Background: an optimization exercise with open tools, aiming at small area. Do not read the settings as production practice.
At most, simulation tests tie the RTL to the original design; equivalence was not proved.
Only the layout flow was run in run 8; the RTL was not checked for function there.
The flow treats the clock pin as an ideal source, which a real chip does not have.
Power figures rest on the tool's default switching activity, not on a simulated workload.

$ cat flow/config.mk
export PLATFORM = sky130hd
export DESIGN_NAME = pc_trace_top
export DESIGN_NICKNAME = pc_trace_top
export VERILOG_FILES = /design/flow/design.v
export SDC_FILE = /design/flow/constraint.sdc
export NUM_CORES = 4
export LEC_CHECK = 0
export CAP_MARGIN = 20
export CORE_MARGIN = 2
export CORE_UTILIZATION = 65
export SLEW_MARGIN = 20
$ cat flow/constraint.sdc
create_clock -name core_clock -period 5.0 [get_ports {clks}]
set_input_delay 1.0000 -clock core_clock [delete_from_list [all_inputs] [get_ports {clks}]]
set_output_delay 1.0000 -clock core_clock [all_outputs]
set_load 0.01 [all_outputs]
$ cat flow/design.v
package pct_pkg;
  typedef struct packed {
    logic        valid;
    logic [31:0] pc;
    logic [31:0] r1;
    logic [31:0] r2;
    logic [31:0] r3;
    logic [31:0] r4;
    logic [31:0] r5;
  } retire_t;
  typedef enum logic [2:0] {
    sel_r1 = 3'd0,
    sel_r2 = 3'd1,
    sel_r3 = 3'd2,
    sel_r4 = 3'd3,
    sel_r5 = 3'd4
  } watch_sel_e;
  typedef enum logic [1:0] {
    watch_off    = 2'd0,
    watch_equal  = 2'd1,
    watch_change = 2'd2
  } watch_mode_e;
  typedef struct packed {
    watch_mode_e mode;
    watch_sel_e  sel;
    logic [31:0] value;
    logic [31:0] mask;
  } watch_cfg_t;
  typedef struct packed {
    logic                         valid;
    logic [31:0]                  pc;
    logic [4-1:0] trig_hits;
    logic                         watch_hit;
  } hit_t;
  typedef struct packed {
    logic [31:0]                  pc;
    logic [16-1:0]      stamp;
    logic                         watch_hit;
    logic [4-1:0] trig_hits;
  } trace_rec_t;
  typedef struct packed {
    logic [$clog2(8+1)-1:0] count;
    logic                                 empty;
    logic                                 overflow;
  } fifo_status_t;
endpackage
`timescale 1ns/1ps
module pc_trace_top (
  input  logic                   clks,
  input  logic                   rst_n,
  input  logic                   retire_valid,
  input  logic [31:0]            retire_pc,
  input  logic [31:0]            retire_r1,
  input  logic [31:0]            retire_r2,
  input  logic [31:0]            retire_r3,
  input  logic [31:0]            retire_r4,
  input  logic [31:0]            retire_r5,
  input  logic [8-1:0] paddr,
  input  logic                   psel,
  input  logic                   penable,
  input  logic                   pwrite,
  input  logic [31:0]            pwdata,
  output logic [31:0]            prdata,
  output logic                   pready,
  output logic                   pslverr
);
  logic             enable;
  logic [3:0]       trig_en;
  logic [31:0]      trig_addr [0:3];
  logic [1:0]       mode;       
  logic [2:0]       sel;        
  logic [31:0]      wvalue;
  logic [31:0]      wmask;
  logic             wr_access;
  logic             rd_access;
  logic             trig_sel;
  assign pready  = 1'b1;
  assign pslverr = 1'b0;
  assign wr_access = psel && penable && pwrite;
  assign rd_access = psel && penable && !pwrite;
  assign trig_sel  = (paddr[7:4] == 4'h1);
  always_ff @(posedge clks) begin
    if (!rst_n) begin
      enable  <= 1'b0;
      trig_en <= '0;
      mode    <= 2'd0;
      sel     <= 3'd0;
    end else if (wr_access) begin
      if (paddr == 8'h00) enable <= pwdata[0];
      if (paddr == 8'h04) trig_en <= pwdata[3:0];
      if (paddr == 8'h20) begin
        if (pwdata[1:0] != 2'd3) mode <= pwdata[1:0];
        if (pwdata[6:4] <= 3'd4) sel <= pwdata[6:4];
      end
    end
  end
  always_ff @(posedge clks) begin
    if (wr_access) begin
      if (trig_sel) trig_addr[paddr[3:2]] <= pwdata;
      if (paddr == 8'h24) wvalue <= pwdata;
      if (paddr == 8'h28) wmask <= pwdata;
    end
  end
  logic [3:0]  match;
  logic [31:0] sel_val;
  logic [31:0] prev_val;
  logic        seen_first;
  logic        watch_hit;
  always_comb begin
    for (int i = 0; i < 4; i++) begin
      match[i] = trig_en[i] && (retire_pc == trig_addr[i]);
    end
  end
  always_comb begin
    sel_val = ({32{sel == 3'd0}} & retire_r1) | ({32{sel == 3'd1}} & retire_r2) |
              ({32{sel == 3'd2}} & retire_r3) | ({32{sel == 3'd3}} & retire_r4) |
              ({32{sel[2]}} & retire_r5);
  end
  assign watch_hit = (mode[0] && (((sel_val ^ wvalue) & wmask) == 32'd0)) ||
                     (mode[1] && seen_first && (sel_val != prev_val));
  always_ff @(posedge clks) begin
    if (!rst_n) begin
      seen_first <= 1'b0;
    end else if (!mode[1]) begin
      seen_first <= 1'b0;
    end else if (retire_valid) begin
      seen_first <= 1'b1;
    end
  end
  always_ff @(posedge clks) begin
    if (retire_valid && mode[1]) prev_val <= sel_val;
  end
  logic [31:0] mem_pc    [0:7];
  logic [15:0] mem_stamp [0:7];
  logic [4:0]  mem_hits  [0:7];
  logic [2:0]  wr_ptr, rd_ptr, wr_ptr_d;
  logic [3:0]  count, count_d;
  logic [15:0] stamp, stamp_d;
  logic        overflow;
  logic        hv;       
  logic        pend;     
  logic        empty, full, push_req, do_push, pop, overflow_clr;
  assign empty    = (count == 4'd0);
  assign full     = count[3];
  assign push_req = pend && enable;
  assign do_push  = push_req && !full;
  assign pop      = rd_access && (paddr == 8'h38) && !empty;
  assign overflow_clr = wr_access && (paddr == 8'h00) && pwdata[1];
  always_comb begin
    if (!rst_n) begin
      wr_ptr_d = 3'd0;
      count_d  = 4'd0;
      stamp_d  = 16'd0;
    end else begin
      wr_ptr_d = wr_ptr + 3'(do_push);
      count_d  = count + 4'(do_push) - 4'(pop);
      stamp_d  = stamp + 16'(hv && enable);
    end
  end
  always_ff @(posedge clks) begin
    wr_ptr <= wr_ptr_d;
    count  <= count_d;
    stamp  <= stamp_d;
    if (!rst_n) begin
      rd_ptr   <= 3'd0;
      overflow <= 1'b0;
      hv       <= 1'b0;
      pend     <= 1'b0;
    end else begin
      if (pop) rd_ptr <= rd_ptr + 3'd1;
      if (overflow_clr) overflow <= 1'b0;
      if (push_req && full) overflow <= 1'b1;
      hv   <= retire_valid;
      pend <= retire_valid && ((|match) || watch_hit);
    end
  end
  always_ff @(posedge clks) begin
    if (!count_d[3]) begin
      mem_pc[wr_ptr_d]    <= retire_pc;
      mem_stamp[wr_ptr_d] <= stamp_d;
      mem_hits[wr_ptr_d]  <= {watch_hit, match};
    end
  end
  logic [3:0]  s_ta;
  logic [7:0]  s_hpc, s_hinfo;
  logic        s_val, s_mask, s_ctrl, s_ten, s_cfg, s_stat;
  logic [31:0] rd_or;
  always_comb begin
    for (int k = 0; k < 4; k++) s_ta[k] = trig_sel && (paddr[3:2] == 2'(k));
    for (int i = 0; i < 8; i++) begin
      s_hpc[i]   = (paddr == 8'h34)   && !empty && (rd_ptr == 3'(i));
      s_hinfo[i] = (paddr == 8'h38) && !empty && (rd_ptr == 3'(i));
    end
    s_val  = (paddr == 8'h24);
    s_mask = (paddr == 8'h28);
    s_ctrl = (paddr == 8'h00);
    s_ten  = (paddr == 8'h04);
    s_cfg  = (paddr == 8'h20);
    s_stat = (paddr == 8'h30);
    rd_or = ({32{s_val}} & wvalue) | ({32{s_mask}} & wmask);
    for (int k = 0; k < 4; k++) rd_or = rd_or | ({32{s_ta[k]}} & trig_addr[k]);
    for (int i = 0; i < 8; i++) begin
      rd_or = rd_or | ({32{s_hpc[i]}} & mem_pc[i]);
      rd_or[31:16] = rd_or[31:16] | ({16{s_hinfo[i]}} & mem_stamp[i]);
      rd_or[4:0]   = rd_or[4:0]   | ({5{s_hinfo[i]}} & mem_hits[i]);
    end
    rd_or[0]   = rd_or[0] | (s_ctrl & enable);
    rd_or[3:0] = rd_or[3:0] | ({4{s_ten}} & trig_en) | ({4{s_stat}} & count);
    rd_or[1:0] = rd_or[1:0] | ({2{s_cfg}} & mode);
    rd_or[6:4] = rd_or[6:4] | ({3{s_cfg}} & sel);
    rd_or[8]   = rd_or[8] | (s_stat & empty);
    rd_or[9]   = rd_or[9] | (s_stat & overflow);
    prdata = rd_or;
  end
endmodule
$ cat flow/flow/run.sh
#!/bin/bash
# Layout flow: the standard ORFS flow (standard.sh) with
#  - an area-oriented ABC script in synthesis (flow/abc.script); the
#    synthesis is otherwise the standard flow's own (same registers and names),
#  - buf_1 cells as the port buffers,
#  - clkbuf_8 clock tree buffers without dummy loads.
set -euo pipefail
W=$(pwd)
# Synthesis script: the standard flow's own, sourcing a copy of ORFS's synth.tcl whose
# only change is the ABC script it maps with.
python3 - "$W" <<'PY'
import sys
w = sys.argv[1]
s = open(sys.argv[0] if False else __import__('os').environ['FLOW_HOME'] + '/scripts/synth.tcl').read()
anchor = 'source $::env(SCRIPTS_DIR)/synth_preamble.tcl\n'
assert anchor in s
s = s.replace(anchor, anchor + 'set abc_script ' + w + '/flow/abc.script\n'
              'set abc_args [lreplace $abc_args 1 1 $abc_script]\n'
              'puts "Custom ABC script $abc_script"\n')
open(w + '/synth_custom.tcl', 'w').write(s)
b = open(w + '/synth_recipe.tcl').read()
old = 'source $::env(SCRIPTS_DIR)/synth.tcl'
assert old in b
open(w + '/synth_recipe_custom.tcl', 'w').write(b.replace(old, 'source ' + w + '/synth_custom.tcl'))
PY
export BUFFER_PORTS_ARGS="-buffer_cell sky130_fd_sc_hd__buf_1"
export CTS_ARGS="-sink_clustering_enable -repair_clock_nets -dont_use_dummy_load -buf_list sky130_fd_sc_hd__clkbuf_8 -sink_clustering_size 16 -sink_clustering_max_diameter 50"
export POST_CTS_TCL="$W/flow/post_cts.tcl"
bash standard.sh SYNTH_SCRIPT="$W/synth_recipe_custom.tcl" finish > standard.log 2>&1
$ cat flow/flow/abc.script
strash
&get -n
&fraig -x
&put
scorr
dc2
strash
&get -n
&dch -f
&nf -R 1000
&put
$ cat flow/flow/post_cts.tcl
# Downsize gates off the critical paths; global route's repair_design then
# fixes any slew or capacitance the smaller gates leave.
estimate_parasitics -placement
repair_timing -recover_power 100 -verbose
detailed_placement
estimate_parasitics -placement
$ cat flow/standard.sh
#!/bin/bash
# synth_recipe.tcl (not shown) runs the flow's synth.tcl, then flattens the netlist and writes it again
# the make line also repeats each setting of config.mk as NAME=value (left out here)
make -C /OpenROAD-flow-scripts/flow DESIGN_CONFIG=/design/flow/config.mk WORK_HOME=/design/flow/orfs CLKGATE_MAP_FILE= SYNTH_SCRIPT=/design/flow/synth_recipe.tcl "${@:-finish}"
==> flow_metrics.tcl, run 1 <==
set metrics [dict create \
    grt-ovfl-total 0 \
    grt.total_usage_pct 45.7 \
    min_path_type "flop to flop" \
    synthTopCellsByArea "edfxtp_1, a222oi_1, dfxtp_1" \
    holdPathStages 2 \
    grt_pass1_wl_mm 141 \
    critPathMaxStageDelay_ps 470 \
    slew_headroom_pct 24.0 \
    p_leak_nw 9.66 \
    clock_sinks 688 \
    ir_worst_vdd_uv 350 \
    cp_cell_sequence "nor2_1 > a21oi_1 > nand3_1 > clkbuf_1 > nor2_1 > buf_4 > a222oi_1 > nand4_1 > or3_1 > buf_1" \
    ant_nets 0 \
    clk_pin_slew_ps 110 \
    finalNonFillerCells 2684 \
    initialDrtViolationCount 4626 \
    portBuffers 269 \
    drive_above_1_share_pct 7.68 \
    worst_pin_slew_ps 1140 \
    synth_cells 1719 \
    crit_arrival_ps 3840 \
    rsz0062_at_grt "no" \
    max_freq_mhz 206 \
    max_cap_viol_count 0 \
    hold_viol 0 \
    synthArstFlopShare_pct 0 \
    use_met2_pct 70.7 \
    n_fill_cell 2431 \
    nets 2405 \
    syn2layout_area_growth_pct 13.1 \
    ys_seq_elements 688 \
    slew_violations 0 \
    yosys.area.top_type_share_pct 71.5 \
    ios 272 \
    critPathTopFamily "simple AND/OR/NAND/NOR gates" \
    core_area_sq_um 41100 \
    ys_seq_area_share_pct 74.4 \
    cts_tree "yes" \
    powerDensity_nw_per_um2 302 \
    firstDrtPassIters 13 \
    crit_fanout 9 \
    grt_max_degree 54 \
    synthDistinctLibCells 47 \
    fin_tns_setup_ps 0 \
    yosysWarnings 1 \
    syn_nets 1973 \
    die-height_um 209 \
    avgRoutedWirePerCell_um 37.3 \
    min_to "trig_en[1]$_SDFFE_PN0P_" \
    fp-row-count 74 \
    fin_hold_ws_ps 531 \
    cp-end-kind "output pin" \
    fp.dieArea_sq_um 43500 \
    setup_viol 0 \
    reg2reg_from "sel[1]$_SDFFE_PN0P_" \
    insertion_delay_ps 690 \
    regToRegSetupSlack_ps 450 \
    crit_path_top_delay_cell "dfxtp_1" \
    yosys.area.top_type "edfxtp_1" \
    postLayoutCoreUtil_pct 74.9 \
    fin_worst_skew_ps 67.0 \
    die_w_um 209 \
    vias 21100 \
    startpoint_type "flop" \
    cpMostUsedCell "nor2_1" \
    placed_cell_area_sq_um 30100 \
    vias_per_cell 7.87 \
    grt.met3_usage_pct 12.7 \
    path_class "flop to output pin" \
    routed_wl_mm 100 \
    worstHoldStart "trig_en[1]$_SDFFE_PN0P_" \
    synth_edf_count 648 \
    grt_pass1_vias 20000 \
    stdcell_area_sq_um 30800 \
    start_util_pct 66.2 \
    crit_required_ps 4000 \
    period_needed_ps 4840 \
    syn_area_sq_um 27200 \
    path_buf_inv 3 \
    reg2reg_to "mem_hits[7][4]$_DFFE_PP_" \
    grt-busiest-layer "met2" \
    drc 0 \
    status "no timing/DRC/antenna violations" \
    groute.layer.met1.usage_pct 61.0 \
    rr_worst_depth 9 \
    placed_cells 2618 \
    antenna_found_initial 4 \
    routabilityCongestion 1.01 \
    period_share_pct 96.9 \
    synth.avg_cell_area_sq_um 15.8 \
    dp_hpwl_mm 68.7 \
    synth_ff_type "edfxtp_1" \
]
==> cell families after synthesis <==
kind of cell / synth area share [%]
flip-flops: 74.4
XOR/XNOR: 2.19
adder cells (fa/ha/maj): 0.763
AO/OA/AOI/OAI: 14.7
other: 0.0276
AND/OR/NAND/NOR: 6.81
buffers and inverters: 1.12
==> flip-flops by register name, indices dropped and copies added, names as in the netlist <==
name,count
count,4
enable,1
hv,1
mem_hits,40
mem_pc,256
mem_stamp,128
mode,2
overflow,1
pend,1
prev_val,32
rd_ptr,3
seen_first,1
sel,3
stamp,16
trig_addr,128
trig_en,4
wmask,32
wr_ptr,3
wvalue,32
==> per-layer routing <==
metal | wire [um] | vias to the layer above
li1 | - | 8182
met3 | 15900 | 433
met1 | 33100 | 10200
met2 | 44900 | 2354
met5 | 22 | -
met4 | 6260 | 4
==> placed cells by master (no fill, tap or decap), drive strengths merged, types with 20 or more instances in the layout <==
cell,netlist,routed
edfxtp,648,648
a22oi,90,90
xnor2,25,25
o22ai,34,34
clkbuf,0,137
dfxtp,40,40
nor4,20,20
nand3,49,49
a221oi,35,35
o21ai,41,41
a21oi,47,47
nand2,110,110
nand4,44,44
a22o,22,22
nor2,70,70
xor2,43,43
clkinv,77,77
buf,2,295
a222oi,178,178
==> power breakdown <==
| part | total [mW] | internal (mW) | switching (mW) |
|---|---|---|---|
| Combinational | 0.379 | 0.108 | 0.271 |
| Clock | 2.65 | 0.945 | 1.70 |
| Sequential | 6.28 | 6.28 | 0.00781 |
| Total | 9.31 | 7.33 | 1.98 |
==> cell usage after synthesis, drive strengths merged, types with 5 or more instances <==
cell and count:
a22oi 90, nand2 110, and3 13, and2 14
ha 15, o21ai 41, a22o 22, a2111oi 7
xnor2 25, nor4 20, nand4 44, nor3b 10
o22ai 34, nand3 49, a21oi 47, nor3 13
a21boi 7, a221oi 35, nor2 70, dfxtp 40
xor2 43, edfxtp 648, o2bb2ai 14, and4 9
a222oi 178, clkinv 77, or3 5
==> metrics by stage <==
stage               power (mW)  worst slack, ps
floorplan                 6.53             -835
global placement          6.77              537
detailed placement        6.78              437
global route              9.48              160
finish                    9.31              155
==> how the worst max path moves through the flow <==
stage / start / end / slack [ps] / cells after the start
after global routing: count[1]$_SDFF_PN0_ / prdata[0] / 160 / 10
after floorplan: paddr[7] / mem_hits[6][0]$_DFFE_PP_ / -830 / 15
after detailed placement: paddr[7] / mem_stamp[4][13]$_DFFE_PP_ / 440 / 18
final: count[1]$_SDFF_PN0_ / prdata[0] / 160 / 10
after global placement: paddr[7] / mem_stamp[4][5]$_DFFE_PP_ / 540 / 18
==> area by class of cell <==
cell class	instances	area [sq um]	area share (%)
diodes	3	7.51	0.0244
clock buffers	53	729	2.37
inverters	77	289	0.939
multi-input cells	952	6860	22.3
flip-flops and latches	688	20300	65.8
well taps	532	666	2.16
repair buffers	379	1990	6.45
==> worst min-delay path, stage by stage (launching register included) <==
cell and delay, ps:
dfxtp_1 340, nor2_1 100, nor2_1 50
==> inputs of run 2 (changes only) <==
--- a/flow/flow/run.sh
+++ b/flow/flow/run.sh
@@ -25,5 +25,6 @@
 PY
 export BUFFER_PORTS_ARGS="-buffer_cell sky130_fd_sc_hd__buf_1"
 export CTS_ARGS="-sink_clustering_enable -repair_clock_nets -dont_use_dummy_load -buf_list sky130_fd_sc_hd__clkbuf_8 -sink_clustering_size 16 -sink_clustering_max_diameter 50"
-export POST_CTS_TCL="$W/flow/post_cts.tcl"
+# Platform list is appended to this by the platform config (+=)
+export DONT_USE_CELLS="sky130_fd_sc_hd__buf_8 sky130_fd_sc_hd__buf_12 sky130_fd_sc_hd__buf_16"
 bash standard.sh SYNTH_SCRIPT="$W/synth_recipe_custom.tcl" finish > standard.log 2>&1
removed: flow/flow/post_cts.tcl
==> run 2 against run 1 <==
Net effect:
- clock-buffer cell count stayed put
- synthesized area stayed put
- design area hardly changed
- via count is 1.2% lower
- sequential power hardly changed
- synthesized cell count stayed put
- die area stayed put
- utilization hardly changed
- first-iteration DRC count is 1.8% lower
- maximum frequency is 6.2% higher
- combinational power is 2% higher
- largest power group unchanged
==> flow_metrics.tcl, run 2 <==
set metrics [dict create \
    synth_most_common_cell "edfxtp_1" \
    cp-end-kind "output pin" \
    crit_required_ps 4000 \
    synthArstFlopShare_pct 0 \
    fin_hold_ws_ps 529 \
    grt_pass1_vias 19900 \
    vias_per_cell 7.81 \
    syn_nets 1973 \
    drc 0 \
    final_cell_mix "edfxtp_1, buf_1, a222oi_1, nand2_1, a22oi_1" \
    ir_worst_vdd_uv 343 \
    postLayoutCoreUtil_pct 75.0 \
    fin_worst_skew_ps 58.5 \
    die_w_um 209 \
    placed_cells 2618 \
    synth_common_cells "edfxtp_1, a222oi_1, nand2_1" \
    hold_viol 0 \
    slew_headroom_pct 24.7 \
    setup_viol 0 \
    synth.avg_cell_area_sq_um 15.8 \
    antenna_found_initial 4 \
    synthDistinctLibCells 47 \
    ios 272 \
    cts_inserted_buffers 53 \
    clock_sinks 688 \
    synthTopCellsByArea "edfxtp_1, a222oi_1, dfxtp_1" \
    powerDensity_nw_per_um2 302 \
    finalPower_mw 9.31 \
    cp_cell_sequence "clkinv_1 > ha_1 > a21oi_1 > nand3_1 > buf_4 > nor2_2 > buf_12 > a22o_1 > a221oi_1 > nand4_1 > buf_1" \
    worst_pin_slew_ps 1130 \
    avgRoutedWirePerCell_um 37.2 \
    p_leak_nw 9.72 \
    crit_path_top_delay_cell "nor2_2" \
    status "no timing/DRC/antenna violations" \
    initialDrtViolationCount 4541 \
    slew_violations 0 \
    rsz0062_at_grt "no" \
    path_class "flop to output pin" \
    synth_cells 1719 \
    clk_pin_slew_ps 90 \
    fp-row-count 74 \
    vias 20900 \
    synth_ff_type "edfxtp_1" \
    cts_resized 0 \
    period_needed_ps 4560 \
    critPathMaxStageDelay_ps 650 \
    grt-busiest-layer "met2" \
    syn_area_sq_um 27200 \
    yosysWarnings 1 \
    grt.met3_usage_pct 12.4 \
    ant_nets 0 \
    ys_seq_area_share_pct 74.4 \
    use_met2_pct 70.8 \
    root_buffer "clkbuf_8" \
    firstDrtPassIters 10 \
    nets 2395 \
    yosys.area.top_type_share_pct 71.5 \
    crit_arrival_ps 3560 \
    regMostFlops "mem_pc" \
    routabilityCongestion 1.01 \
    insertion_delay_ps 680 \
    final_common_cell "edfxtp_1" \
    portBuffers 269 \
    max_freq_mhz 219 \
    h-tree-depth 2 \
    yosys.area.top_type "edfxtp_1" \
    crit_fanout 14 \
    cts_tree "yes" \
    syn2layout_area_growth_pct 13.2 \
    post_cts_buffers 0 \
    ys_seq_elements 688 \
    startpoint_type "flop" \
    grt_max_degree 54 \
    groute.layer.met1.usage_pct 61.1 \
    period_share_pct 91.3 \
    grt_pass1_wl_mm 141 \
    fp.dieArea_sq_um 43500 \
    synth_edf_count 648 \
    largest_reg_flops 256 \
    max_cap_viol_count 0 \
    core_area_sq_um 41100 \
    seq_area_sq_um 20300 \
    multi_input_area_sq_um 6870 \
    die-height_um 209 \
    routed_wl_mm 99.5 \
    min_path_type "flop to flop" \
    grt.total_usage_pct 45.7 \
    cts_hold_buffers 0 \
    start_util_pct 66.2 \
    grt-ovfl-total 0 \
    cts_max_path_buffers 3 \
    finalNonFillerCells 2673 \
    n_fill_cell 2412 \
    drive_above_1_share_pct 8.74 \
    dp_hpwl_mm 68.7 \
]
run 2: cell counts after synthesis:
No cell type changed its count.
run 2: critical path, delay by kind of cell (launching register included):
family	cells	cell delay [ps]
compound gates	3	440
fa+ha+maj	1	240
buf+inv	4	870
flops	1	400
simple gates	3	940
run 2: worst paths after layout:
check                                from  cells after the start                       end  slack, ps
setup / recovery         count[3]$_DFF_P_                     11                prdata[18]        440
hold / removal    trig_en[1]$_SDFFE_PN0P_                      2   trig_en[1]$_SDFFE_PN0P_        530
setup reg to reg      sel[1]$_SDFFE_PN0P_                      9  mem_hits[7][4]$_DFFE_PP_        510
hold reg to reg   trig_en[1]$_SDFFE_PN0P_                      2   trig_en[1]$_SDFFE_PN0P_        530
run 2: cell families after synthesis:
family                   share of synthesized area [%]
XOR/XNOR                                          2.19
other                                           0.0276
flip-flops                                        74.4
adder cells (fa/ha/maj)                          0.763
AND/OR/NAND/NOR                                   6.81
buffers and inverters                             1.12
AO/OA/AOI/OAI                                     14.7
run 2: area by class of cell:
| class | count | area share [%] |
|---|---|---|
| diodes | 2 | 0.0162 |
| repair buffers | 369 | 6.48 |
| multi-input cells | 952 | 22.3 |
| flip-flops and latches | 688 | 65.7 |
| inverters | 77 | 0.938 |
| well taps | 532 | 2.16 |
| clock buffers | 53 | 2.37 |
run 2: through the flow:
step / area (sq um) / worst slack (ps) / setup TNS, ps
detailed placement: 30100 / 437 / 0
global placement: 30100 / 537 / 0
finish: 30800 / 436 / 0
global route: 30800 / 453 / 0
CTS: 30800 / 551 / 0
floorplan: 27300 / -835 / -209570
run 2: where the power goes:
| part | internal (mW) | total, mW | switching (mW) |
|---|---|---|---|
| clock | 0.945 | 2.64 | 1.69 |
| combinational | 0.114 | 0.385 | 0.271 |
| sequential | 6.28 | 6.28 | 0.00782 |
run 2: metal layers:
| layer | wire length (um) | share of wire, % | vias up |
|---|---|---|---|
| li1 | - | - | 8167 |
| met1 | 32500 | 33 | 9992 |
| met2 | 44700 | 45 | 2303 |
| met3 | 16300 | 16 | 411 |
| met4 | 6010 | 6.0 | 4 |
| met5 | 25 | 0.025 | - |
==> inputs of run 3 (changes only) <==
--- a/flow/flow/run.sh
+++ b/flow/flow/run.sh
@@ -25,6 +25,4 @@
 PY
 export BUFFER_PORTS_ARGS="-buffer_cell sky130_fd_sc_hd__buf_1"
 export CTS_ARGS="-sink_clustering_enable -repair_clock_nets -dont_use_dummy_load -buf_list sky130_fd_sc_hd__clkbuf_8 -sink_clustering_size 16 -sink_clustering_max_diameter 50"
-# Platform list is appended to this by the platform config (+=)
-export DONT_USE_CELLS="sky130_fd_sc_hd__buf_8 sky130_fd_sc_hd__buf_12 sky130_fd_sc_hd__buf_16"
 bash standard.sh SYNTH_SCRIPT="$W/synth_recipe_custom.tcl" finish > standard.log 2>&1
--- a/flow/config.mk
+++ b/flow/config.mk
@@ -8,4 +8,5 @@
 export CAP_MARGIN = 20
 export CORE_MARGIN = 2
 export CORE_UTILIZATION = 65
+export PLACE_DENSITY = 0.8
 export SLEW_MARGIN = 20
==> run 3 against run 2 <==
Net effect:
- clock skew grew 17 ps
- sequential cell count is the same
- design area is essentially flat
- power shrank 0.39%
- non-clock buffer count grew 3
==> flow_metrics.tcl, run 3 <==
set metrics [dict create \
    critPathMaxStageDelay_ps 780 \
    core_area_sq_um 41100 \
    period_needed_ps 4730 \
    cts_hold_buffers 0 \
    startpoint_type "flop" \
    syn2layout_area_growth_pct 13.2 \
    min_path_type "flop to flop" \
    synth_ff_type "edfxtp_1" \
    status "no timing/DRC/antenna violations" \
    final_common_cell "edfxtp_1" \
    synth_edf_count 648 \
    avgRoutedWirePerCell_um 36.3 \
    clock_sinks 688 \
    stdcell_area_sq_um 30800 \
    syn_nets 1973 \
    synth_cells 1719 \
    synth_compound_area_share_pct 14.7 \
    reg2reg_from "sel[2]$_SDFFE_PN0P_" \
    ant_nets 0 \
    period_share_pct 94.5 \
    clk_pin_slew_ps 100 \
    max_cap_viol_count 0 \
    n_fill_cell 2479 \
    max_freq_mhz 212 \
    path_class "flop to output pin" \
    placed_cell_area_sq_um 30100 \
    setup_viol 0 \
    crit_fanout 12 \
    ir_worst_vdd_uv 294 \
    grt.total_usage_pct 44.7 \
    regMostFlops "mem_pc" \
    grt_max_degree 54 \
    ys_seq_elements 688 \
    p_leak_nw 9.73 \
    synthSimpleGateAreaFrac_pct 6.81 \
    startpoint "count[3]$_DFF_P_" \
    synthTopCellsByArea "edfxtp_1, a222oi_1, dfxtp_1" \
    fp-row-count 74 \
    cts_max_path_buffers 3 \
    yosys.area.top_type "edfxtp_1" \
    start_util_pct 66.2 \
    drive_above_1_share_pct 8.83 \
    routabilityCongestion 1.05 \
    dp_hpwl_mm 66.8 \
    rsz0062_at_grt "no" \
    vias 20500 \
    grt-ovfl-total 0 \
    portBuffers 269 \
    antenna_found_initial 3 \
    initialDrtViolationCount 4094 \
    cts_tree "yes" \
    grt_pass1_wl_mm 137 \
    worstHoldStart "rd_ptr[0]$_SDFFE_PN0P_" \
    synth_top_family_by_area "compound AO/OA/AOI/OAI gates" \
    synth_xor_area_share_pct 2.19 \
    crit_path_top_delay_cell "nor2_4" \
    crit_required_ps 4000 \
    root_buffer "clkbuf_8" \
    insertion_delay_ps 690 \
    final_cell_mix "edfxtp_1, buf_1, a222oi_1, nand2_1, a22oi_1" \
    firstDrtPassIters 10 \
    synth_common_cells "edfxtp_1, a222oi_1, nand2_1" \
    yosys.area.top_type_share_pct 71.5 \
    cp_cell_sequence "clkinv_1 > ha_1 > a21oi_1 > nand3_1 > nor2_4 > buf_4 > a222oi_1 > nand2_1 > nor2_1 > nand4_1 > buf_1" \
    cts_resized 0 \
    ios 272 \
    vias_per_cell 7.65 \
    post_cts_buffers 0 \
    slew_violations 0 \
    slew_headroom_pct 32.5 \
    crit_arrival_ps 3730 \
    die-height_um 209 \
    largest_reg_flops 256 \
    drc 0 \
    synthDistinctLibCells 47 \
    powerDensity_nw_per_um2 301 \
    fp.dieArea_sq_um 43500 \
    synthArstFlopShare_pct 0 \
    synth_adder_area_share_pct 0.763 \
    pre_cts_slack_ps 367 \
    routed_wl_mm 97.1 \
    cts_inserted_buffers 52 \
    ys_seq_area_share_pct 74.4 \
    synth_most_common_cell "edfxtp_1" \
    fin_worst_skew_ps 75.2 \
    grt_pass1_vias 20100 \
    h-tree-depth 2 \
    nets 2397 \
    worst_pin_slew_ps 1010 \
    yosysWarnings 1 \
    die_w_um 209 \
    synth.avg_cell_area_sq_um 15.8 \
    hold_viol 0 \
    timing.final.ws_setup_ps 273 \
    cp-end-kind "output pin" \
    syn_area_sq_um 27200 \
    synth.area.mux_share_pct 0 \
]
-- run 3: worst max-delay path, delay by kind of cell (launching register included) --
family | cells | cell delay [ps]
adders and majority gates | 1 | 240
and+or+nand+nor | 5 | 1440
DFF | 1 | 400
buffers and inverters | 3 | 660
AOI/OAI and AO/OA | 2 | 310
-- run 3: path summary, 6_finish.rpt --
check	to	slack (ps)	depth (start not counted)
min	rd_ptr[0]$_SDFFE_PN0P_	510	1
max reg2reg	pend$_SDFF_PN0_	990	12
max	prdata[1]	270	11
min reg2reg	rd_ptr[0]$_SDFFE_PN0P_	510	1
-- run 3: report_power, final --
part | total [mW] | switching [mW] | internal [mW]
clock network | 2.60 | 1.67 | 0.929
registers | 6.28 | 0.00765 | 6.28
logic | 0.389 | 0.270 | 0.119
-- run 3: metal layers --
layer,part of all wire (%),track usage [%],routed length [um],up-vias
li1,-,-,-,8164
met1,33,58.1,32100,9841
met2,46,69.8,44200,2131
met3,16,13.5,15300,337
met4,5.4,21.7,5210,4
met5,0.17,0,167,-
-- run 3: final cells by class --
type	count	area, sq um	area share (%)
Antenna cell	4	10.0	0.0325
Clock buffer	52	716	2.32
Inverter	77	289	0.938
Multi-Input combinational cell	952	6870	22.3
Sequential cell	688	20300	65.7
Tap cell	532	666	2.16
Timing Repair Buffer	372	2020	6.56
-- run 3: cells by family (layout without fill, tap and decap cells) --
kind of cell    count (synthesis)  in the layout
flops                         688            688
other cells                     2              6
fa+ha+maj                      16             16
xor+xnor                       68             68
compound gates                493            493
buf+inv                        79            501
simple gates                  373            373
-- run 3: through the flow --
step | setup TNS, ps | std cells | total power [mW] | hold slack, ps | utilization, %
after global routing | 0 | 2673 | 9.43 | 555 | 75.0
after floorplan | -209570 | 1719 | 6.53 | 466 | -
after global placement | 0 | 2621 | 6.78 | 480 | 73.2
after detailed placement | 0 | 2621 | 6.79 | 506 | 73.2
after CTS | 0 | 2673 | 9.23 | 518 | 74.9
final | 0 | 2677 | 9.27 | 513 | 75.0
==> inputs of run 4 (changes only) <==
--- a/flow/config.mk
+++ b/flow/config.mk
@@ -8,5 +8,4 @@
 export CAP_MARGIN = 20
 export CORE_MARGIN = 2
 export CORE_UTILIZATION = 65
-export PLACE_DENSITY = 0.8
 export SLEW_MARGIN = 20
==> run 4 against run 3 <==
Net effect:
- non-clock buffer count is 3 lower
- die area unchanged
- first-iteration DRC count rose by 11%
- maximum frequency is 3.6% higher
- clock skew decreased by 17 ps
- clock power up 2%
- wire length rose by 2.5%
- still clean on timing, DRC and antenna
- utilization hardly changed
- combinational power fell by 1%
==> flow_metrics.tcl, run 4 <==
set metrics [dict create \
    period_share_pct 91.3 \
    synth_edf_count 648 \
    cts_tree "yes" \
    p_leak_nw 9.72 \
    die-height_um 209 \
    hold_viol 0 \
    grt_pass1_wl_mm 141 \
    initialDrtViolationCount 4541 \
    final_cell_mix "edfxtp_1, buf_1, a222oi_1, nand2_1, a22oi_1" \
    synthTopCellsByArea "edfxtp_1, a222oi_1, dfxtp_1" \
    nets 2395 \
    ant_nets 0 \
    rsz0062_at_grt "no" \
    vias_per_cell 7.81 \
    fp.dieArea_sq_um 43500 \
    h-tree-depth 2 \
    path_class "flop to output pin" \
    dp_hpwl_mm 68.7 \
    drive_above_1_share_pct 8.74 \
    worst_pin_slew_ps 1130 \
    core_area_sq_um 41100 \
    seq_area_sq_um 20300 \
    synth_most_common_cell "edfxtp_1" \
    regToRegSetupSlack_ps 510 \
    postLayoutCoreUtil_pct 75.0 \
    grt-ovfl-total 0 \
    synthArstFlopShare_pct 0 \
    slew_headroom_pct 24.7 \
    crit_required_ps 4000 \
    fp-row-count 74 \
    insertion_delay_ps 680 \
    syn_nets 1973 \
    synth_cells 1719 \
    cts_resized 0 \
    grt_max_degree 54 \
    ios 272 \
    antenna_found_initial 4 \
    largest_reg_flops 256 \
    finalPower_mw 9.31 \
    multi_input_area_sq_um 6870 \
    yosysWarnings 1 \
    powerDensity_nw_per_um2 302 \
    clk_pin_slew_ps 90 \
    synthDistinctLibCells 47 \
    synth_common_cells "edfxtp_1, a222oi_1, nand2_1" \
    synth.avg_cell_area_sq_um 15.8 \
    avgRoutedWirePerCell_um 37.2 \
    ir_worst_vdd_uv 343 \
    die_w_um 209 \
    drc 0 \
    slew_violations 0 \
    min_path_type "flop to flop" \
    n_fill_cell 2412 \
    max_cap_viol_count 0 \
    path_buf_inv 4 \
    status "no timing/DRC/antenna violations" \
    critPathMaxStageDelay_ps 650 \
    routabilityCongestion 1.01 \
    cts_max_path_buffers 3 \
    vias 20900 \
    cp_cell_sequence "clkinv_1 > ha_1 > a21oi_1 > nand3_1 > buf_4 > nor2_2 > buf_12 > a22o_1 > a221oi_1 > nand4_1 > buf_1" \
    cts_hold_buffers 0 \
    synth_ff_type "edfxtp_1" \
    regMostFlops "mem_pc" \
    post_cts_buffers 0 \
    critPathTopFamily "simple AND/OR/NAND/NOR gates" \
    setup_viol 0 \
    root_buffer "clkbuf_8" \
    yosys.area.top_type "edfxtp_1" \
    cp-end-kind "output pin" \
    finalNonFillerCells 2673 \
    ys_seq_area_share_pct 74.4 \
    yosys.area.top_type_share_pct 71.5 \
    grt.total_usage_pct 45.7 \
    crit_arrival_ps 3560 \
    crit_fanout 14 \
    fin_worst_skew_ps 58.5 \
    cts_inserted_buffers 53 \
    grt_pass1_vias 19900 \
    crit_path_top_delay_cell "nor2_2" \
    firstDrtPassIters 10 \
    startpoint_type "flop" \
    period_needed_ps 4560 \
    ys_seq_elements 688 \
    placed_cells 2618 \
    portBuffers 269 \
    clock_sinks 688 \
    max_freq_mhz 219 \
    syn2layout_area_growth_pct 13.2 \
    start_util_pct 66.2 \
    syn_area_sq_um 27200 \
    routed_wl_mm 99.5 \
    final_common_cell "edfxtp_1" \
]
## run 4: per-layer routing
metal  GRT usage [%]  part of all wire, %  up-vias
met1            61.1                   33     9992
li1                -                    -     8167
met2            70.8                   45     2303
met4            22.0                  6.0        4
met5               0                0.025        -
met3            12.4                   16      411
## run 4: cell families (layout without fill, tap and decap cells)
family	Yosys count	in the layout	synth area share, %
flip-flops	688	688	74.4
AO/OA/AOI/OAI	493	493	14.7
AND/OR/NAND/NOR	373	373	6.81
buffers and inverters	79	499	1.12
XOR/XNOR	68	68	2.19
adder cells (fa/ha/maj)	16	16	0.763
other	2	4	0.0276
## run 4: area by class of cell
class                      count  area share [%]
clock buffer                  53            2.37
tap                          532            2.16
antenna                        2          0.0162
timing repair buffer         369            6.48
sequential                   688            65.7
multi-input combinational    952            22.3
inverter                      77           0.938
## run 4: per-stage QoR
stage                     hold slack, ps  worst slack (ps)  cell area, sq um  setup TNS [ps]
after floorplan                      466              -835             27300         -209570
after global placement               482               537             30100               0
after detailed placement             513               437             30100               0
after CTS                            525               551             30800               0
after global routing                 559               453             30800               0
final                                529               436             30800               0
## run 4: final timing paths
kind	cells past startpoint	startpoint	to
max	11	count[3]$_DFF_P_	prdata[18]
min	2	trig_en[1]$_SDFFE_PN0P_	trig_en[1]$_SDFFE_PN0P_
max reg2reg	9	sel[1]$_SDFFE_PN0P_	mem_hits[7][4]$_DFFE_PP_
min reg2reg	2	trig_en[1]$_SDFFE_PN0P_	trig_en[1]$_SDFFE_PN0P_
## run 4: worst register-to-register path: cells and delay by family, from the launching register on
family,cells,cell delay [ps]
AOI/OAI and AO/OA,3,860
buffers and inverters,1,320
DFF,1,500
and+or+nand+nor,5,2530
## run 4: power breakdown
part / total [mW] / switching (mW) / leakage, nW / internal [mW]
clock network: 2.64 / 1.69 / 0.381 / 0.945
logic: 0.385 / 0.271 / 3.12 / 0.114
registers: 6.28 / 0.00782 / 6.22 / 6.28
total: 9.31 / 1.97 / 9.72 / 7.34
==> inputs of run 5 (changes only) <==
--- a/flow/config.mk
+++ b/flow/config.mk
@@ -7,5 +7,5 @@
 export LEC_CHECK = 0
 export CAP_MARGIN = 20
 export CORE_MARGIN = 2
-export CORE_UTILIZATION = 65
+export CORE_UTILIZATION = 72
 export SLEW_MARGIN = 20
==> run 5 against run 4 <==
Net effect:
- first-iteration DRC count is 17% higher
- maximum frequency decreased by 5.5%
- still clean on timing, DRC and antenna
- register-to-register slack worse by 340 ps
- critical path depth rose by 1
- global-route usage increased by 11 points
- highest routed layer unchanged
- final cell count shrank 0.49%
- clock skew up 11 ps
- non-clock buffer count is 8 lower
==> flow_metrics.tcl, run 5 <==
set metrics [dict create \
    hold_viol 0 \
    cp_cell_sequence "buf_4 > nor3b_2 > buf_4 > a222oi_1 > buf_2 > nand2_1 > o21ai_0 > a21oi_1 > a2111oi_0 > nand4_1 > nor3_1 > a31o_1" \
    n_fill_cell 1769 \
    min_path_type "flop to flop" \
    dp_hpwl_mm 70.8 \
    p_leak_nw 9.68 \
    crit_fanout 37 \
    ys_seq_elements 688 \
    h-tree-depth 2 \
    synth_edf_count 648 \
    stdcell_area_sq_um 30700 \
    antenna_found_initial 19 \
    avgRoutedWirePerCell_um 40.6 \
    path_class "flop to flop" \
    max_cap_viol_count 0 \
    synthDistinctLibCells 47 \
    vias_per_cell 8.33 \
    grt_pass1_vias 21300 \
    root_buffer "clkbuf_8" \
    slew_violations 0 \
    fp-row-count 71 \
    ys_seq_area_share_pct 74.4 \
    synth_common_cells "edfxtp_1, a222oi_1, nand2_1" \
    firstDrtPassIters 10 \
    initialDrtViolationCount 5296 \
    period_share_pct 96.6 \
    nets 2389 \
    drive_above_1_share_pct 8.58 \
    grt.total_usage_pct 56.4 \
    clock_sinks 688 \
    final_cell_mix "edfxtp_1, buf_1, a222oi_1, nand2_1, a22oi_1" \
    status "no timing/DRC/antenna violations" \
    finalPower_mw 9.43 \
    ir_worst_vdd_uv 329 \
    fp.dieArea_sq_um 39400 \
    setup_viol 0 \
    die-height_um 198 \
    synth_ff_type "edfxtp_1" \
    crit_required_ps 5350 \
    grt_pass1_wl_mm 151 \
    crit_arrival_ps 5180 \
    drc 0 \
    fin_worst_skew_ps 69.6 \
    cts_tree "yes" \
    yosys.area.top_type "edfxtp_1" \
    yosys.area.top_type_share_pct 71.5 \
    regMostFlops "mem_pc" \
    crit_path_top_delay_cell "a222oi_1" \
    yosysWarnings 1 \
    multi_input_area_sq_um 6880 \
    synth_cells 1719 \
    cts_max_path_buffers 3 \
    syn_area_sq_um 27200 \
    slew_headroom_pct 22.5 \
    portBuffers 269 \
    placed_cell_area_sq_um 29900 \
    max_freq_mhz 207 \
    powerDensity_nw_per_um2 307 \
    syn_nets 1973 \
    period_needed_ps 4830 \
    postLayoutCoreUtil_pct 82.0 \
    seq_area_sq_um 20300 \
    critPathMaxStageDelay_ps 800 \
    cpMostUsedCell "buf_4" \
    placed_cells 2587 \
    final_common_cell "edfxtp_1" \
    grt-ovfl-total 0 \
    ios 272 \
    synth.avg_cell_area_sq_um 15.8 \
    ant_nets 0 \
    grt_max_degree 54 \
    die_w_um 198 \
    fin_tns_setup_ps 0 \
    post_cts_buffers 0 \
    synthArstFlopShare_pct 0 \
    cts_inserted_buffers 55 \
    core_area_sq_um 37500 \
    clk_pin_slew_ps 90 \
    synth_most_common_cell "edfxtp_1" \
    routabilityCongestion 1.09 \
    vias 22200 \
    worst_pin_slew_ps 1160 \
    regToRegSetupSlack_ps 170 \
    startpoint_type "flop" \
    finalNonFillerCells 2660 \
    insertion_delay_ps 680 \
    syn2layout_area_growth_pct 12.9 \
    routed_wl_mm 108 \
    cp-end-kind "flop" \
    rsz0062_at_grt "no" \
    largest_reg_flops 256 \
    synthTopCellsByArea "edfxtp_1, a222oi_1, dfxtp_1" \
    start_util_pct 72.6 \
]
==> run 5: cell counts after synthesis <==
Identical to the previous run, type by type.
==> run 5: timing repair <==
action	CTS	global route
setup endpoints to repair	0	9
hold buffers	0	0
endpoints found under the hold margin	0	0
gates resized for setup	0	1
==> run 5: path summary, 6_finish.rpt <==
check | startpoint | end | cells past startpoint
max | sel[2]$_SDFFE_PN0P_ | mem_hits[7][4]$_DFFE_PP_ | 12
min | overflow$_SDFFE_PN0P_ | overflow$_SDFFE_PN0P_ | 2
max reg2reg | sel[2]$_SDFFE_PN0P_ | mem_hits[7][4]$_DFFE_PP_ | 12
min reg2reg | overflow$_SDFFE_PN0P_ | overflow$_SDFFE_PN0P_ | 2
==> run 5: area by class of cell <==
type,instances,area share [%]
Multi-Input combinational cell,952,22.4
Timing Repair Buffer,361,6.09
Sequential cell,688,65.9
Tap cell,511,2.08
Clock buffer,55,2.46
Inverter,77,0.940
Antenna cell,16,0.130
==> run 5: critical path: cells and delay by family, from the launching register on <==
family	cells	cell delay [ps]
flops	1	340
simple gates	4	700
compound gates	5	2380
buf+inv	3	1040
==> run 5: layer usage <==
| metal | vias up | GRT usage (%) | share of wire, % |
|---|---|---|---|
| met1 | 10200 | 65.1 | 29 |
| met5 | - | 6.64 | 0.18 |
| met4 | 12 | 39.7 | 9.2 |
| met2 | 2966 | 80.7 | 42 |
| li1 | 8167 | - | - |
| met3 | 789 | 29.6 | 19 |
==> run 5: cell families (layout without fill, tap and decap cells) <==
kind of cell / Yosys count / after routing / share of synthesized area [%]
xor+xnor: 68 / 68 / 2.19
flops: 688 / 688 / 74.4
other cells: 2 / 18 / 0.0276
simple gates: 373 / 373 / 6.81
compound gates: 493 / 493 / 14.7
buf+inv: 79 / 493 / 1.12
fa+ha+maj: 16 / 16 / 0.763
==> run 5: through the flow <==
step | hold WS (ps) | worst slack [ps]
3_3_place_gp | 479 | 650
2_1_floorplan | 466 | -835
6_report | 539 | 170
3_5_place_dp | 517 | 541
5_1_grt | 552 | 116
4_1_cts | 538 | 537
==> run 5: report_power, final <==
part           leakage, nW  switching [mW]  internal (mW)
Sequential            6.22         0.00946           6.28
Combinational         3.07           0.303          0.115
Clock                0.396            1.75          0.980
Total                 9.68            2.06           7.37
==> inputs of run 6 (changes only) <==
--- a/flow/flow/run.sh
+++ b/flow/flow/run.sh
@@ -23,6 +23,6 @@
 assert old in b
 open(w + '/synth_recipe_custom.tcl', 'w').write(b.replace(old, 'source ' + w + '/synth_custom.tcl'))
 PY
-export BUFFER_PORTS_ARGS="-buffer_cell sky130_fd_sc_hd__buf_1"
+export BUFFER_PORTS_ARGS="-buffer_cell sky130_fd_sc_hd__buf_2"
 export CTS_ARGS="-sink_clustering_enable -repair_clock_nets -dont_use_dummy_load -buf_list sky130_fd_sc_hd__clkbuf_8 -sink_clustering_size 16 -sink_clustering_max_diameter 50"
 bash standard.sh SYNTH_SCRIPT="$W/synth_recipe_custom.tcl" finish > standard.log 2>&1
--- a/flow/config.mk
+++ b/flow/config.mk
@@ -7,5 +7,5 @@
 export LEC_CHECK = 0
 export CAP_MARGIN = 20
 export CORE_MARGIN = 2
-export CORE_UTILIZATION = 72
+export CORE_UTILIZATION = 65
 export SLEW_MARGIN = 20
==> run 6 against run 5 <==
Net effect:
- clock skew decreased by 1.1 ps
- global-route usage decreased by 13 points
- via count decreased by 8.2%
- setup slack improved by 84 ps
- critical path depth decreased by 1
- sequential power about the same
- synthesized area unchanged
- design area increased by 0.59%
==> flow_metrics.tcl, run 6 <==
set metrics [dict create \
    status "no timing/DRC/antenna violations" \
    startpoint_type "flop" \
    cts_max_path_buffers 3 \
    nets 2368 \
    max_cap_viol_count 0 \
    powerDensity_nw_per_um2 300 \
    synth_most_common_cell "edfxtp_1" \
    die_w_um 209 \
    fp.dieArea_sq_um 43500 \
    path_buf_inv 3 \
    routabilityCongestion 1.07 \
    cts_resized 0 \
    firstDrtPassIters 10 \
    clk_pin_slew_ps 80 \
    holdPathStages 2 \
    rr_worst_depth 11 \
    final_cell_mix "edfxtp_1, buf_2, a222oi_1, nand2_1, a22oi_1" \
    avgRoutedWirePerCell_um 36.1 \
    synth_common_cells "edfxtp_1, a222oi_1, nand2_1" \
    period_share_pct 94.9 \
    grt-ovfl-total 0 \
    period_needed_ps 4750 \
    rsz0062_at_grt "no" \
    root_buffer "clkbuf_8" \
    ant_nets 0 \
    cts_inserted_buffers 54 \
    critPathTopFamily "simple AND/OR/NAND/NOR gates" \
    ir_worst_vdd_uv 360 \
    drc 0 \
    ys_seq_area_share_pct 74.4 \
    syn_area_sq_um 27200 \
    fin_hold_ws_ps 513 \
    grt_pass1_wl_mm 135 \
    syn2layout_area_growth_pct 13.6 \
    clock_sinks 688 \
    seq_area_sq_um 20300 \
    fin_worst_skew_ps 68.5 \
    start_util_pct 66.2 \
    routed_wl_mm 95.5 \
    final_common_cell "edfxtp_1" \
    critPathMaxStageDelay_ps 520 \
    vias 20300 \
    dr_wl_met2_mm 43.5 \
    syn_nets 1973 \
    synth.avg_cell_area_sq_um 15.8 \
    drive_above_1_share_pct 20.2 \
    fp-row-count 74 \
    synthTopCellsByArea "edfxtp_1, a222oi_1, dfxtp_1" \
    dr_wl_met3_mm 15.0 \
    largest_reg_flops 256 \
    reg2reg_from "sel[2]$_SDFFE_PN0P_" \
    min_to "rd_ptr[1]$_SDFFE_PN0P_" \
    yosysWarnings 1 \
    synth_ff_type "edfxtp_1" \
    worstHoldStart "rd_ptr[1]$_SDFFE_PN0P_" \
    setup_viol 0 \
    min_path_type "flop to flop" \
    dp_hpwl_mm 66.7 \
    grt_max_degree 54 \
    cp_cell_sequence "clkinv_1 > ha_1 > a21oi_1 > nand3_1 > nor2_4 > buf_4 > a22oi_1 > nand3_1 > nor2_1 > nand4_1 > buf_2" \
    yosys.area.top_type_share_pct 71.5 \
    multi_input_area_sq_um 6860 \
    synth_edf_count 648 \
    path_class "flop to output pin" \
    grt_pass1_vias 19800 \
    crit_path_top_delay_cell "nor2_4" \
    synth_cells 1719 \
    synthDistinctLibCells 47 \
    crit_arrival_ps 3750 \
    timing.final.ws_setup_ps 254 \
    ios 272 \
    max_freq_mhz 211 \
    cts_tree "yes" \
    die-height_um 209 \
    vias_per_cell 7.69 \
    slew_violations 0 \
    n_fill_cell 2431 \
    wl_met1_mm 32.0 \
    pre_cts_slack_ps 411 \
    top_layer "met5" \
    regToRegSetupSlack_ps 510 \
    cts_hold_buffers 0 \
    hold_viol 0 \
    insertion_delay_ps 690 \
    post_cts_buffers 0 \
    yosys.area.top_type "edfxtp_1" \
    crit_required_ps 4000 \
    portBuffers 269 \
    regMostFlops "mem_pc" \
    crit_fanout 17 \
    fin_tns_setup_ps 0 \
    synthArstFlopShare_pct 0 \
    grt.total_usage_pct 43.8 \
    antenna_found_initial 6 \
    p_leak_nw 10.4 \
    ys_seq_elements 688 \
    cp-end-kind "output pin" \
    cpMostUsedCell "nand3_1" \
    h-tree-depth 2 \
    worst_pin_slew_ps 1220 \
    reg2reg_to "mem_hits[6][4]$_DFFE_PP_" \
    slew_headroom_pct 18.5 \
    initialDrtViolationCount 4283 \
    postLayoutCoreUtil_pct 75.2 \
    core_area_sq_um 41100 \
]
-- run 6: worst max path at each step --
stage	startpoint	to	slack, ps	cells past startpoint
floorplan	paddr[7]	mem_hits[6][0]$_DFFE_PP_	-830	15
global placement	paddr[7]	prdata[14]	500	11
detailed placement	paddr[7]	prdata[21]	410	12
CTS	count[3]$_DFF_P_	prdata[21]	320	11
global route	paddr[7]	prdata[21]	180	12
finish	count[3]$_DFF_P_	prdata[21]	250	11
-- run 6: routing by layer --
metal | GRT usage (%) | up-vias
met3 | 11.1 | 340
li1 | - | 8110
met4 | 19.2 | 6
met1 | 59.6 | 9829
met2 | 68.1 | 2059
met5 | 0 | -
-- run 6: area by class of cell --
cell class	count	area share, %
diodes	3	0.0243
well taps	532	2.15
multi-input cells	952	22.2
inverters	77	0.935
flip-flops and latches	688	65.5
clock buffers	54	2.40
repair buffers	341	6.79
-- run 6: per-stage QoR --
step | area [sq um] | cells | power [mW]
after floorplan | 27300 | 1719 | 6.53
after global placement | 30200 | 2590 | 6.78
after detailed placement | 30200 | 2590 | 6.79
after CTS | 30900 | 2644 | 9.26
after global routing | 30900 | 2646 | 9.49
final | 30900 | 2647 | 9.29
-- run 6: where the power goes --
part           total [mW]  switching [mW]  internal (mW)  leakage (nW)
sequential           6.28         0.00803           6.28          6.22
clock                2.61            1.65          0.961         0.388
combinational       0.392           0.261          0.131          3.76
total                9.29            1.92           7.37          10.4
-- run 6: kinds of logic after synthesis --
group	share of synthesized area, %
XOR/XNOR	2.19
flip-flops	74.4
AO/OA/AOI/OAI	14.7
other	0.0276
adder cells (fa/ha/maj)	0.763
buffers and inverters	1.12
AND/OR/NAND/NOR	6.81
-- run 6: tightest hold or removal path, cell delays in order, from the launching register on --
cell and delay, ps:
dfxtp_1 330, clkinv_1 80, a21oi_1 60
==> inputs of run 7 (changes only) <==
--- a/flow/flow/run.sh
+++ b/flow/flow/run.sh
@@ -23,6 +23,10 @@
 assert old in b
 open(w + '/synth_recipe_custom.tcl', 'w').write(b.replace(old, 'source ' + w + '/synth_custom.tcl'))
 PY
-export BUFFER_PORTS_ARGS="-buffer_cell sky130_fd_sc_hd__buf_2"
+export BUFFER_PORTS_ARGS="-buffer_cell sky130_fd_sc_hd__buf_1"
 export CTS_ARGS="-sink_clustering_enable -repair_clock_nets -dont_use_dummy_load -buf_list sky130_fd_sc_hd__clkbuf_8 -sink_clustering_size 16 -sink_clustering_max_diameter 50"
-bash standard.sh SYNTH_SCRIPT="$W/synth_recipe_custom.tcl" finish > standard.log 2>&1
+# Large buffers off the list the resizer may use (on top of the platform's)
+DU=$(make -s -C "$FLOW_HOME" DESIGN_CONFIG="$W/config.mk" print-DONT_USE_CELLS 2>/dev/null | sed -n 's/^DONT_USE_CELLS: *//p')
+DU="$DU sky130_fd_sc_hd__buf_8 sky130_fd_sc_hd__buf_12 sky130_fd_sc_hd__buf_16"
+echo "$DU" > dont_use.log
+bash standard.sh SYNTH_SCRIPT="$W/synth_recipe_custom.tcl" DONT_USE_CELLS="$DU" finish > standard.log 2>&1
==> run 7 against run 6 <==
Net effect:
- synthesized cell count stayed put
- power grew 0.47%
- sequential power about the same
- setup slack worse by 55 ps
- combinational power hardly changed
- die area stayed put
- first-iteration DRC count up 17%
- global-route usage up 4.0 points
- still clean on timing, DRC and antenna
- sequential cell count stayed put
==> flow_metrics.tcl, run 7 <==
set metrics [dict create \
    p_leak_nw 10.1 \
    drc 0 \
    ir_worst_vdd_uv 373 \
    yosys.area.top_type "edfxtp_1" \
    crit_fanout 11 \
    reg2reg_from "sel[1]$_SDFFE_PN0P_" \
    syn_area_sq_um 27200 \
    postLayoutCoreUtil_pct 75.0 \
    h-tree-depth 2 \
    final_cell_mix "edfxtp_1, buf_1, buf_2, a222oi_1, nand2_1" \
    cpMostUsedCell "buf_2" \
    crit_required_ps 4000 \
    seq_power_share_pct 67.3 \
    core_area_sq_um 41100 \
    startpoint "count[3]$_DFF_P_" \
    routabilityCongestion 1.04 \
    worstHoldStart "rd_ptr[0]$_SDFFE_PN0P_" \
    largest_reg_flops 256 \
    startpoint_type "flop" \
    synth_cells 1719 \
    grt_pass1_vias 20900 \
    max_cap_viol_count 0 \
    setup_viol 0 \
    clk_pin_slew_ps 90 \
    path_class "flop to output pin" \
    nets 2490 \
    ios 272 \
    firstDrtPassIters 9 \
    power.combinational.fraction_pct 4.2 \
    switching_share_pct 21.3 \
    max_freq_mhz 208 \
    fp.dieArea_sq_um 43500 \
    cts_tree "yes" \
    yosys.area.top_type_share_pct 71.5 \
    pre_cts_slack_ps 257 \
    fin_worst_skew_ps 96.6 \
    cp_cell_sequence "clkinv_1 > ha_1 > a21oi_1 > nand3_1 > buf_2 > nor2_4 > buf_2 > buf_2 > a222oi_1 > a21boi_0 > nand3_1 > buf_1" \
    synth_most_common_cell "edfxtp_1" \
    grt_pass1_wl_mm 146 \
    regMostFlops "mem_pc" \
    dp_hpwl_mm 78.0 \
    powerDensity_nw_per_um2 303 \
    timing.final.ws_setup_ps 199 \
    synth_edf_count 648 \
    insertion_delay_ps 690 \
    synth_ff_type "edfxtp_1" \
    period_share_pct 96.0 \
    drive_above_1_share_pct 12.7 \
    cp-end-kind "output pin" \
    synth.avg_cell_area_sq_um 15.8 \
    slew_headroom_pct 19.5 \
    avgRoutedWirePerCell_um 37.5 \
    initialDrtViolationCount 5024 \
    synthTopCellsByArea "edfxtp_1, a222oi_1, dfxtp_1" \
    ant_nets 0 \
    vias_per_cell 7.83 \
    fin_tns_setup_ps 0 \
    path_buf_inv 5 \
    placed_cells 2712 \
    ys_seq_elements 688 \
    routed_wl_mm 104 \
    critPathTopFamily "buffers and inverters" \
    syn_nets 1973 \
    grt_max_degree 34 \
    post_cts_buffers 0 \
    die-height_um 209 \
    grt.total_usage_pct 47.7 \
    min_path_type "flop to flop" \
    synth_common_cells "edfxtp_1, a222oi_1, nand2_1" \
    hold_viol 0 \
    vias 21700 \
    synthArstFlopShare_pct 0 \
    cts_inserted_buffers 54 \
    portBuffers 269 \
    worst_pin_slew_ps 1210 \
    start_util_pct 66.2 \
    ys_seq_area_share_pct 74.4 \
    period_needed_ps 4800 \
    synthDistinctLibCells 47 \
    status "no timing/DRC/antenna violations" \
    grt-ovfl-total 0 \
    antenna_found_initial 7 \
    clockPowerShare_pct 28.5 \
    rsz0062_at_grt "no" \
    critPathMaxStageDelay_ps 420 \
    clock_sinks 688 \
    internal-power_mw 7.35 \
    cts_max_path_buffers 3 \
    root_buffer "clkbuf_8" \
    fp-row-count 74 \
    p_sw_mw 1.98 \
    slew_violations 0 \
    die_w_um 209 \
    finalPower_mw 9.33 \
    final_common_cell "edfxtp_1" \
    syn2layout_area_growth_pct 13.2 \
    cts_hold_buffers 0 \
    finalNonFillerCells 2767 \
    crit_arrival_ps 3800 \
    crit_path_top_delay_cell "dfxtp_1" \
    yosysWarnings 1 \
]
-- run 7: cell counts after synthesis --
No cell type changed its count.
-- run 7: final cells by class --
class	instances	area (sq um)
antenna	1	2.50
multi-input combinational	952	6890
fill	2459	10300
inverter	77	289
clock buffer	54	743
sequential	688	20300
tap	532	666
timing repair buffer	463	1980
-- run 7: power groups by stage --
stage / clock network (mW) / logic, mW / registers (mW)
global placement: 0 / 0.360 / 6.41
CTS: 2.62 / 0.370 / 6.28
detailed placement: 0 / 0.368 / 6.42
global route: 2.79 / 0.400 / 6.29
finish: 2.66 / 0.390 / 6.28
floorplan: 0 / 0.118 / 6.41
-- run 7: metrics by stage --
| stage | hold WS [ps] | instance area [sq um] |
|---|---|---|
| floorplan | 466 | 27300 |
| global placement | 482 | 30100 |
| detailed placement | 494 | 30100 |
| finish | 516 | 30800 |
| global route | 520 | 30800 |
| CTS | 512 | 30800 |
-- run 7: path summary, 6_finish.rpt --
| check | end | slack (ps) | cells after the start |
|---|---|---|---|
| worst max-delay path | prdata[9] | 200 | 12 |
| worst min-delay path | rd_ptr[0]$_SDFFE_PN0P_ | 520 | 1 |
| worst max register to register | mem_hits[2][4]$_DFFE_PP_ | 680 | 11 |
| worst min register to register | rd_ptr[0]$_SDFFE_PN0P_ | 520 | 1 |
-- run 7: layer usage --
| metal | share of wire [%] | GRT usage [%] | up-vias |
|---|---|---|---|
| met5 | 0.035 | 0 | - |
| met4 | 7.3 | 28.6 | 6 |
| met3 | 17 | 13.4 | 457 |
| met2 | 44 | 71.4 | 2503 |
| met1 | 32 | 63.3 | 10300 |
| li1 | - | - | 8357 |
-- run 7: repair_timing --
item,4_1_cts,5_1_grt
setup endpoints to repair,0,5
hold endpoints to repair,0,0
gates resized for setup,0,3
-- run 7: logic make-up (layout without fill, tap and decap cells) --
logic type | after synthesis | count (layout) | share of synthesized area (%)
AO/OA/AOI/OAI | 493 | 493 | 14.7
XOR/XNOR | 68 | 68 | 2.19
adder cells (fa/ha/maj) | 16 | 16 | 0.763
buffers and inverters | 79 | 594 | 1.12
flip-flops | 688 | 688 | 74.4
other | 2 | 3 | 0.0276
AND/OR/NAND/NOR | 373 | 373 | 6.81
==> inputs of run 8 (changes only) <==
--- a/flow/design.v
+++ b/flow/design.v
@@ -128,12 +128,12 @@
     end
   end
   always_ff @(posedge clks) begin
-    if (retire_valid && mode[1]) prev_val <= sel_val;
+    if (retire_valid) prev_val <= sel_val;
   end
   logic [31:0] mem_pc    [0:7];
   logic [15:0] mem_stamp [0:7];
   logic [4:0]  mem_hits  [0:7];
-  logic [2:0]  wr_ptr, rd_ptr, wr_ptr_d;
+  logic [2:0]  rd_ptr, rd_ptr_d, wr_ptr_d;
   logic [3:0]  count, count_d;
   logic [15:0] stamp, stamp_d;
   logic        overflow;
@@ -148,26 +148,25 @@
   assign overflow_clr = wr_access && (paddr == 8'h00) && pwdata[1];
   always_comb begin
     if (!rst_n) begin
-      wr_ptr_d = 3'd0;
+      rd_ptr_d = 3'd0;
       count_d  = 4'd0;
       stamp_d  = 16'd0;
     end else begin
-      wr_ptr_d = wr_ptr + 3'(do_push);
+      rd_ptr_d = rd_ptr + 3'(pop);
       count_d  = count + 4'(do_push) - 4'(pop);
       stamp_d  = stamp + 16'(hv && enable);
     end
   end
-  always_ff @(posedge clks) begin
-    wr_ptr <= wr_ptr_d;
+  assign wr_ptr_d = rd_ptr_d + count_d[2:0];
+  always_ff @(posedge clks) begin
+    rd_ptr <= rd_ptr_d;
     count  <= count_d;
     stamp  <= stamp_d;
     if (!rst_n) begin
-      rd_ptr   <= 3'd0;
       overflow <= 1'b0;
       hv       <= 1'b0;
       pend     <= 1'b0;
     end else begin
-      if (pop) rd_ptr <= rd_ptr + 3'd1;
       if (overflow_clr) overflow <= 1'b0;
       if (push_req && full) overflow <= 1'b1;
       hv   <= retire_valid;
--- a/flow/flow/run.sh
+++ b/flow/flow/run.sh
@@ -25,8 +25,4 @@
 PY
 export BUFFER_PORTS_ARGS="-buffer_cell sky130_fd_sc_hd__buf_1"
 export CTS_ARGS="-sink_clustering_enable -repair_clock_nets -dont_use_dummy_load -buf_list sky130_fd_sc_hd__clkbuf_8 -sink_clustering_size 16 -sink_clustering_max_diameter 50"
-# Large buffers off the list the resizer may use (on top of the platform's)
-DU=$(make -s -C "$FLOW_HOME" DESIGN_CONFIG="$W/config.mk" print-DONT_USE_CELLS 2>/dev/null | sed -n 's/^DONT_USE_CELLS: *//p')
-DU="$DU sky130_fd_sc_hd__buf_8 sky130_fd_sc_hd__buf_12 sky130_fd_sc_hd__buf_16"
-echo "$DU" > dont_use.log
-bash standard.sh SYNTH_SCRIPT="$W/synth_recipe_custom.tcl" DONT_USE_CELLS="$DU" finish > standard.log 2>&1
+bash standard.sh SYNTH_SCRIPT="$W/synth_recipe_custom.tcl" finish > standard.log 2>&1
==> run 8 against run 7 <==
Net effect:
- largest cell class unchanged
- clock-buffer cell count unchanged
- synthesized area down 0.28%
- critical path depth down 2
- sequential cell count down 3
- synthesized cell count down 0.47%
- still clean
- design area up 0.27%
- non-clock buffer count down 89
- hold slack better by 7.2 ps
==> flow_metrics.tcl, run 8 <==
set metrics [dict create \
    reg2reg_from "sel[1]$_SDFFE_PN0P_" \
    synth_cells 1711 \
    grt-busiest-layer "met2" \
    post_cts_buffers 0 \
    crit_fanout 16 \
    vias 20600 \
    finalPower_mw 9.34 \
    portBuffers 269 \
    startpoint_type "flop" \
    avgRoutedWirePerCell_um 35.6 \
    synth_common_cells "edfxtp_1, a222oi_1, nand2_1" \
    final_cell_mix "edfxtp_1, buf_1, a222oi_1, nand2_1, buf_4" \
    nets 2389 \
    stdcell_area_sq_um 30900 \
    firstDrtPassIters 12 \
    ant_nets 0 \
    yosys.area.top_type_share_pct 71.7 \
    final_common_cell "edfxtp_1" \
    worst-path-stages 10 \
    min_path_type "flop to flop" \
    max_cap_viol_count 0 \
    grt.met3_usage_pct 11.9 \
    die_w_um 208 \
    ys_seq_area_share_pct 74.4 \
    clock_sinks 685 \
    core_area_sq_um 41000 \
    cts_tree "yes" \
    crit_path_top_delay_cell "nor2_4" \
    routed_wl_mm 94.9 \
    fp-row-count 74 \
    drive_above_1_share_pct 9.59 \
    drc 0 \
    max_freq_mhz 212 \
    largest_reg_flops 256 \
    slew_violations 0 \
    synth.avg_cell_area_sq_um 15.9 \
    grt_max_degree 54 \
    h-tree-depth 2 \
    ios 272 \
    fin_worst_skew_ps 102 \
    cts_inserted_buffers 54 \
    critPathTopFamily "simple AND/OR/NAND/NOR gates" \
    grt_pass1_vias 19900 \
    rsz0062_at_grt "no" \
    regMostFlops "mem_pc" \
    worstHoldStart "seen_first$_SDFFE_PN0P_" \
    placed_cell_area_sq_um 30200 \
    status "no timing/DRC/antenna violations" \
    fin_hold_ws_ps 523 \
    synth_ff_type "edfxtp_1" \
    cts_max_path_buffers 3 \
    rr_worst_depth 10 \
    period_needed_ps 4730 \
    reg2reg_to "pend$_SDFF_PN0_" \
    critPathCapture "prdata[23]" \
    crit_required_ps 4000 \
    dp_hpwl_mm 66.0 \
    cts_resized 0 \
    fp.dieArea_sq_um 43400 \
    die-height_um 208 \
    grt_pass1_wl_mm 136 \
    groute.layer.met1.usage_pct 59.8 \
    insertion_delay_ps 710 \
    antenna_found_initial 2 \
    p_leak_nw 9.88 \
    grt.total_usage_pct 44.0 \
    fin_tns_setup_ps 0 \
    synth_edf_count 648 \
    crit_arrival_ps 3730 \
    vias_per_cell 7.70 \
    use_met2_pct 67.7 \
    syn2layout_area_growth_pct 13.9 \
    cp-end-kind "output pin" \
    root_buffer "clkbuf_8" \
    synth_most_common_cell "edfxtp_1" \
    timing.final.ws_setup_ps 274 \
    worst_pin_slew_ps 1190 \
    period_share_pct 94.5 \
    yosys.area.top_type "edfxtp_1" \
    regToRegSetupSlack_ps 610 \
    cp_cell_sequence "clkinv_1 > ha_1 > a21oi_2 > nand3_1 > nor2_4 > buf_4 > a22oi_1 > and4_1 > nand4_1 > buf_1" \
    ys_seq_elements 685 \
    finalNonFillerCells 2670 \
    yosysWarnings 1 \
    placed_cells 2615 \
    cts_hold_buffers 0 \
    initialDrtViolationCount 4771 \
    startpoint "count[2]$_DFF_P_" \
    pre_cts_slack_ps 47.0 \
    routabilityCongestion 1.07 \
    clk_pin_slew_ps 100 \
    slew_headroom_pct 20.2 \
    powerDensity_nw_per_um2 302 \
    synthArstFlopShare_pct 0 \
    syn_nets 1961 \
    critPathMaxStageDelay_ps 830 \
    syn_area_sq_um 27200 \
    hold_viol 0 \
    setup_viol 0 \
    start_util_pct 66.2 \
    synthDistinctLibCells 50 \
    path_buf_inv 3 \
    postLayoutCoreUtil_pct 75.4 \
    synthTopCellsByArea "edfxtp_1, a222oi_1, dfxtp_1" \
    path_class "flop to output pin" \
    grt-ovfl-total 0 \
    ir_worst_vdd_uv 277 \
]
run 8: cell type report:
cell class | count | area [sq um]
repair buffers | 374 | 2050
fillers | 2480 | 10100
diodes | 1 | 2.50
clock buffers | 54 | 743
well taps | 532 | 666
inverters | 69 | 260
multi-input cells | 955 | 7000
flip-flops and latches | 685 | 20200
run 8: worst min-delay path by stage:
stage                                   end  cells past startpoint
finish              seen_first$_SDFFE_PN0P_                      1
global route        seen_first$_SDFFE_PN0P_                      1
CTS                 seen_first$_SDFFE_PN0P_                      1
detailed placement  seen_first$_SDFFE_PN0P_                      1
global placement    seen_first$_SDFFE_PN0P_                      1
floorplan           seen_first$_SDFFE_PN0P_                      1
run 8: power breakdown:
group | internal [mW] | switching, mW | leakage [nW] | total, mW
combinational | 0.129 | 0.279 | 3.18 | 0.408
sequential | 6.27 | 0.0141 | 6.31 | 6.28
clock | 0.962 | 1.69 | 0.388 | 2.65
total | 7.36 | 1.98 | 9.88 | 9.34
run 8: metal layers:
layer | wire (um) | up-vias | part of all wire (%)
li1 | - | 8159 | -
met1 | 31700 | 10000 | 33
met2 | 43300 | 2084 | 46
met3 | 14900 | 304 | 16
met4 | 5000 | 2 | 5.3
met5 | 12 | - | 0.013
run 8: kinds of logic after synthesis:
| group | count (synthesis) | share of synthesized area (%) |
|---|---|---|
| AND/OR/NAND/NOR | 371 | 6.93 |
| flip-flops | 685 | 74.4 |
| buffers and inverters | 71 | 1.01 |
| XOR/XNOR | 69 | 2.23 |
| adder cells (fa/ha/maj) | 12 | 0.608 |
| AO/OA/AOI/OAI | 501 | 14.8 |
| other | 2 | 0.0277 |
